Background: an optimization exercise with open tools, aiming at small area. Do not read the settings as production practice. Function was checked by simulation only, so behaviour that the tests miss may differ from the original. Power figures rest on the tool's default switching activity, not on a simulated workload.

==> flow/design.v <==
`default_nettype none
package map_pkg;
    localparam int screen_width = 640;
    localparam int upper_bound  = 20;
    localparam int lower_bound  = 460;
    localparam int scroll_speed = 4;
    localparam int min_width  = 20;
    localparam int max_width  = 80;
    localparam int min_height = 20;
    localparam int max_height = 150;
    localparam int min_gap    = 80;
    localparam int max_gap    = 180;
    localparam int delete_margin = -100;
    localparam int offscreen_x = 700;
    localparam int offscreen_y = 500;
endpackage
`default_nettype wire
`timescale 1ns/100ps
`default_nettype none
module obstacle_generator (
    input  wire        clk,
    input  wire        rst_n,
    output logic [5:0] shape_wr,    
    output logic [8:0] shape_y,     
    output logic [8:0] shape_yd,    
    output logic [5:0] shape_gap    
);
    logic [31:0] lfsr;
    always_ff @(posedge clk or negedge rst_n) begin
        if (!rst_n) lfsr <= 32'h2;
        else        lfsr <= {1'b0, lfsr[31:1]} ^ (lfsr[0] ? 32'h8020_0003 : 32'h0);
    end
    logic [5:0] wb;
    logic [1:0] wa;
    logic       wwrap;
    logic [2:0] wn;      
    logic [3:0] w3n;     
    assign wb = lfsr[5:0];
    assign wa = lfsr[7:6];
    always_comb begin
        case (wa)
            2'd0: wwrap = wb >= 6'd61;
            2'd1: wwrap = wb >= 6'd58;
            2'd2: wwrap = wb >= 6'd55;
            default: wwrap = wb >= 6'd52;
        endcase
        wn = {1'b0, wa} + {2'b0, wwrap};
        w3n = {1'b0, wn} + {wn, 1'b0};
    end
    map_rca #(6) u_w (.a(wb), .b({2'b0, w3n}), .ci(1'b0), .s(shape_wr), .co());
    logic [7:0] vh;
    logic       hge;
    logic [7:0] h;
    assign vh  = lfsr[15:8];
    assign hge = vh[7] && vh[6:0] >= 7'd3;
    map_rca #(8) u_h (.a(vh), .b(hge ? 8'd145 : 8'd20), .ci(1'b0), .s(h), .co());
    logic [9:0] s;       
    logic       wrap;
    logic [8:0] ym;
    map_rca #(9) u_s (.a(lfsr[31:23]), .b({1'b0, h}), .ci(1'b0), .s(s[8:0]), .co(s[9]));
    assign wrap = s >= 10'd441;
    assign ym   = wrap ? s[8:0] : lfsr[31:23];
    map_rca #(9) u_y  (.a(ym), .b(wrap ? 9'd91 : 9'd20), .ci(1'b0), .s(shape_y), .co());
    map_rca #(9) u_yd (.a(shape_y), .b({1'b0, h}), .ci(1'b0), .s(shape_yd), .co());
    logic [6:0] vg;
    logic       gge;
    logic [7:0] gc;
    logic [7:0] ge;
    assign vg  = lfsr[22:16];
    assign gge = lfsr[23] ? vg >= 7'd74 : vg >= 7'd101;
    always_comb begin
        case ({lfsr[23], gge})
            2'b00:   gc = 8'd83;
            2'b01:   gc = 8'd238;
            2'b10:   gc = 8'd110;
            default: gc = 8'd9;
        endcase
    end
    map_rca #(8) u_ge (.a({1'b0, vg}), .b(gc), .ci(1'b0), .s(ge), .co());
    assign shape_gap = ge[7:2];
endmodule
`default_nettype wire
`timescale 1ns/100ps
`default_nettype none
module obstacle_field #(
    parameter int num_obstacles = 10,
    parameter int score_limit   = 9999
) (
    input  wire                         clk,
    input  wire                         rst_n,
    input  wire  [1:0]                  mode,
    input  wire  [5:0]                  shape_wr,
    input  wire  [8:0]                  shape_y,
    input  wire  [8:0]                  shape_yd,
    input  wire  [5:0]                  shape_gap,
    output logic [num_obstacles*38-1:0] boxes,
    output logic [13:0]                 score
);
    localparam int n = num_obstacles;
    logic       run_q, idle_q;         
    logic [5:0] wait_q;                
    logic [13:0] score_q;
    logic [n-1:0] act_q;
    logic [7:0] pn_q [n];              
    logic [5:0] wr_q [n];              
    logic [8:0] yn_q [n];
    logic [8:0] ydn_q[n];
    logic [n-1:0] spawn;
    logic [n-1:0] del;
    logic [n-1:0] act_d;
    logic [5:0]   wait_d;
    logic         free_seen;
    always_comb begin
        free_seen = 1'b0;
        for (int i = 0; i < n; i++) begin
            spawn[i]  = run_q && wait_q == 6'd0 && !act_q[i] && !free_seen;
            free_seen = free_seen | !act_q[i];
        end
    end
    genvar g;
    generate
        for (g = 0; g < n; g++) begin : slot
            logic       vis;
            logic [7:0] p;       
            logic [7:0] pn_inc;
            logic [4:0] k;       
            logic [8:0] pr;      
            assign p = ~pn_q[g];
            assign k = {1'b0, wr_q[g][5:2]} + 5'd5;
            map_rca #(9) u_pr (.a({p[7] & p[6], p}), .b({4'd0, k}), .ci(1'b0), .s(pr), .co());
            map_rca #(8) u_pn (.a(pn_q[g]), .b(8'd0), .ci(run_q), .s(pn_inc), .co());
            assign del[g] = run_q && act_q[g] && $signed(pr) <= -26;
            assign vis = act_q[g] && !(p[7] && (p[6] || p[5]));
            assign boxes[g*38 +: 38] = vis ?
                {p, 2'b00, pr[7:0], wr_q[g][1:0], ~yn_q[g], ~ydn_q[g]} :
                {10'd700, 10'd700, 9'd500, 9'd500};
            assign act_d[g] = idle_q ? 1'b0 : (spawn[g] | (act_q[g] & !del[g]));
            always_ff @(posedge clk) begin
                if (spawn[g]) begin
                    wr_q[g]  <= shape_wr;
                    yn_q[g]  <= ~shape_y;
                    ydn_q[g] <= ~shape_yd;
                end
                pn_q[g] <= spawn[g] ? ~8'd160 : pn_inc;
            end
        end
    endgenerate
    always_comb begin
        if (idle_q) begin
            score  = '0;
            wait_d = 6'd20;
        end else if (run_q) begin
            score  = (|del && score_q != 14'(score_limit)) ? score_q + 14'd1 : score_q;
            if (wait_q != 6'd0)  wait_d = wait_q - 6'd1;
            else if (|spawn)     wait_d = shape_gap;
            else                 wait_d = 6'd0;
        end else begin
            score  = score_q;
            wait_d = wait_q;
        end
    end
    always_ff @(posedge clk or negedge rst_n) begin
        if (!rst_n) begin
            run_q  <= 1'b0;
            idle_q <= 1'b1;
            act_q  <= '0;
        end else begin
            run_q  <= mode == 2'd1;
            idle_q <= mode == 2'd0;
            act_q  <= act_d;
        end
    end
    always_ff @(posedge clk) begin
        wait_q  <= wait_d;
        score_q <= score;
    end
endmodule
`default_nettype wire
`timescale 1ns/100ps
`default_nettype none
module map_rca #(
    parameter int W = 8
) (
    input  wire  [W-1:0] a,
    input  wire  [W-1:0] b,
    input  wire          ci,
    output logic [W-1:0] s,
    output logic         co
);
    logic [W:0] c;
    always_comb begin
        c[0] = ci;
        for (int i = 0; i < W; i++) begin
            s[i]   = a[i] ^ b[i] ^ c[i];
            c[i+1] = (a[i] & b[i]) | (a[i] & c[i]) | (b[i] & c[i]);
        end
        co = c[W];
    end
endmodule
`default_nettype wire
`timescale 1ns/100ps
`default_nettype none
module map #(
    parameter int num_obstacles = 10,
    parameter int score_limit   = 9999
) (
    input  wire                         clk,
    input  wire                         rst_n,
    input  wire  [1:0]                  mode,
    output logic [num_obstacles*38-1:0] boxes,
    output logic [13:0]                 score
);
    logic [5:0] shape_wr;
    logic [8:0] shape_y;
    logic [8:0] shape_yd;
    logic [5:0] shape_gap;
    obstacle_generator u_generator (
        .clk       (clk),
        .rst_n     (rst_n),
        .shape_wr  (shape_wr),
        .shape_y   (shape_y),
        .shape_yd  (shape_yd),
        .shape_gap (shape_gap)
    );
    obstacle_field #(
        .num_obstacles (num_obstacles),
        .score_limit   (score_limit)
    ) u_field (
        .clk       (clk),
        .rst_n     (rst_n),
        .mode      (mode),
        .shape_wr  (shape_wr),
        .shape_y   (shape_y),
        .shape_yd  (shape_yd),
        .shape_gap (shape_gap),
        .boxes     (boxes),
        .score     (score)
    );
endmodule
`default_nettype wire
==> flow/config.mk <==
export PLATFORM = sky130hd
export DESIGN_NAME = map
export DESIGN_NICKNAME = map
export VERILOG_FILES = /design/flow/design.v
export SDC_FILE = /design/flow/constraint.sdc
export NUM_CORES = 4
export LEC_CHECK = 0
export CAP_MARGIN = 20
export CORE_MARGIN = 2
export CORE_UTILIZATION = 40
export SLEW_MARGIN = 20
==> flow/constraint.sdc <==
create_clock -name core_clock -period 100.0 [get_ports {clk}]
set_input_delay 20.0000 -clock core_clock [delete_from_list [all_inputs] [get_ports {clk}]]
set_output_delay 20.0000 -clock core_clock [all_outputs]
set_load 0.01 [all_outputs]
standard.sh (not shown) runs the stock make flow with config.mk's settings and CLKGATE_MAP_FILE= SYNTH_SCRIPT=/design/flow/synth_recipe.tcl, a recipe that flattens the netlist after the stock synthesis.
==> flow/flow/run.sh <==
#!/bin/bash
# Standard ORFS layout (the standard.sh and its synthesis script) with
# changes that only affect area:
#  - synthesis maps the logic with an area-oriented ABC script
#    (flow/abc_area.script) in place of ORFS's speed script; everything else
#    in synthesis, the registers included, is the standard one;
#  - port buffers use the smallest buffer (buf_1) instead of the default
#    delay-buffer cell; every input and output port still gets a buffer;
#  - CTS builds the tree from clkbuf_8 cells, without dummy loads.
# Each step's full output goes to a log file in this folder.
set -euo pipefail
here=$(pwd)
rm -rf "$here/scripts_area"
cp -r "$FLOW_HOME/scripts" "$here/scripts_area"
cp "$here/flow/abc_area.script" "$here/scripts_area/abc_speed.script"
export BUFFER_PORTS_ARGS="-buffer_cell sky130_fd_sc_hd__buf_1"
export CTS_ARGS="-sink_clustering_enable -repair_clock_nets -sink_clustering_size 16 -sink_clustering_max_diameter 60 -buf_list sky130_fd_sc_hd__clkbuf_8 -dont_use_dummy_load"
bash ./standard.sh synth SCRIPTS_DIR="$here/scripts_area" > synth.log 2>&1 || { tail -50 synth.log; exit 1; }
bash ./standard.sh finish > layout.log 2>&1 || { tail -50 layout.log; exit 1; }
tail -5 layout.log
==> flow/flow/abc_area.script <==
strash
ifraig
scorr
dc2
strash
&get -n
&dch -f
&nf -R 1000
&put
strash
dc2
&get -n
&dch -f
&nf -R 1000
&put
topo
Then changed:
--- a/flow/design.v
+++ b/flow/design.v
@@ -160,20 +160,20 @@
         end
     end
     always_ff @(posedge clk or negedge rst_n) begin
         if (!rst_n) begin
-            run_q  <= 1'b0;
-            idle_q <= 1'b1;
-            act_q  <= '0;
+            run_q   <= 1'b0;
+            idle_q  <= 1'b0;
+            wait_q  <= 6'd20;
+            score_q <= '0;
+            act_q   <= '0;
         end else begin
-            run_q  <= mode == 2'd1;
-            idle_q <= mode == 2'd0;
-            act_q  <= act_d;
-        end
-    end
-    always_ff @(posedge clk) begin
-        wait_q  <= wait_d;
-        score_q <= score;
+            run_q   <= mode == 2'd1;
+            idle_q  <= mode == 2'd0;
+            wait_q  <= wait_d;
+            score_q <= score;
+            act_q   <= act_d;
+        end
     end
 endmodule
 `default_nettype wire
 `timescale 1ns/100ps
The changed run finished with timing, DRC and antenna clean.
Clock-buffer cell count increases by 4.
Utilization increases by 0.21 points.
Total power increases by 2.2%.
Cell count barely changes.
Global-route usage increases by 0.15 points.

[port drivers added, routing unchanged]
The results above use ideal ports. As a check the final layouts listed here were re-extracted and re-timed, cells and wires unchanged.
Step 1 (the two cells are an assumption about what drives the block):
set clk [get_ports {clk}]
set_driving_cell -lib_cell sky130_fd_sc_hd__clkbuf_16 $clk
set_driving_cell -lib_cell sky130_fd_sc_hd__buf_2 [delete_from_list [all_inputs] $clk]
Step 2 moves the port delays by t, midway between the first and last clock arrival at a register: inputs arrive t later, outputs are due t later. That takes back most of the time a late clock gives input paths.
Slacks: ideal ports / drivers / drivers and shift; pairs: ideal ports / drivers.
run | shift t [ns] | slack for setup (ns) | slew at the worst register clock pin (ns)
the first run | 0.644 | 73.432 / 73.382 / 74.026 | 0.11 / 0.11
the second run | 0.645 | 73.193 / 73.139 / 73.784 | 0.10 / 0.10
After both steps every run listed still meets setup and hold.
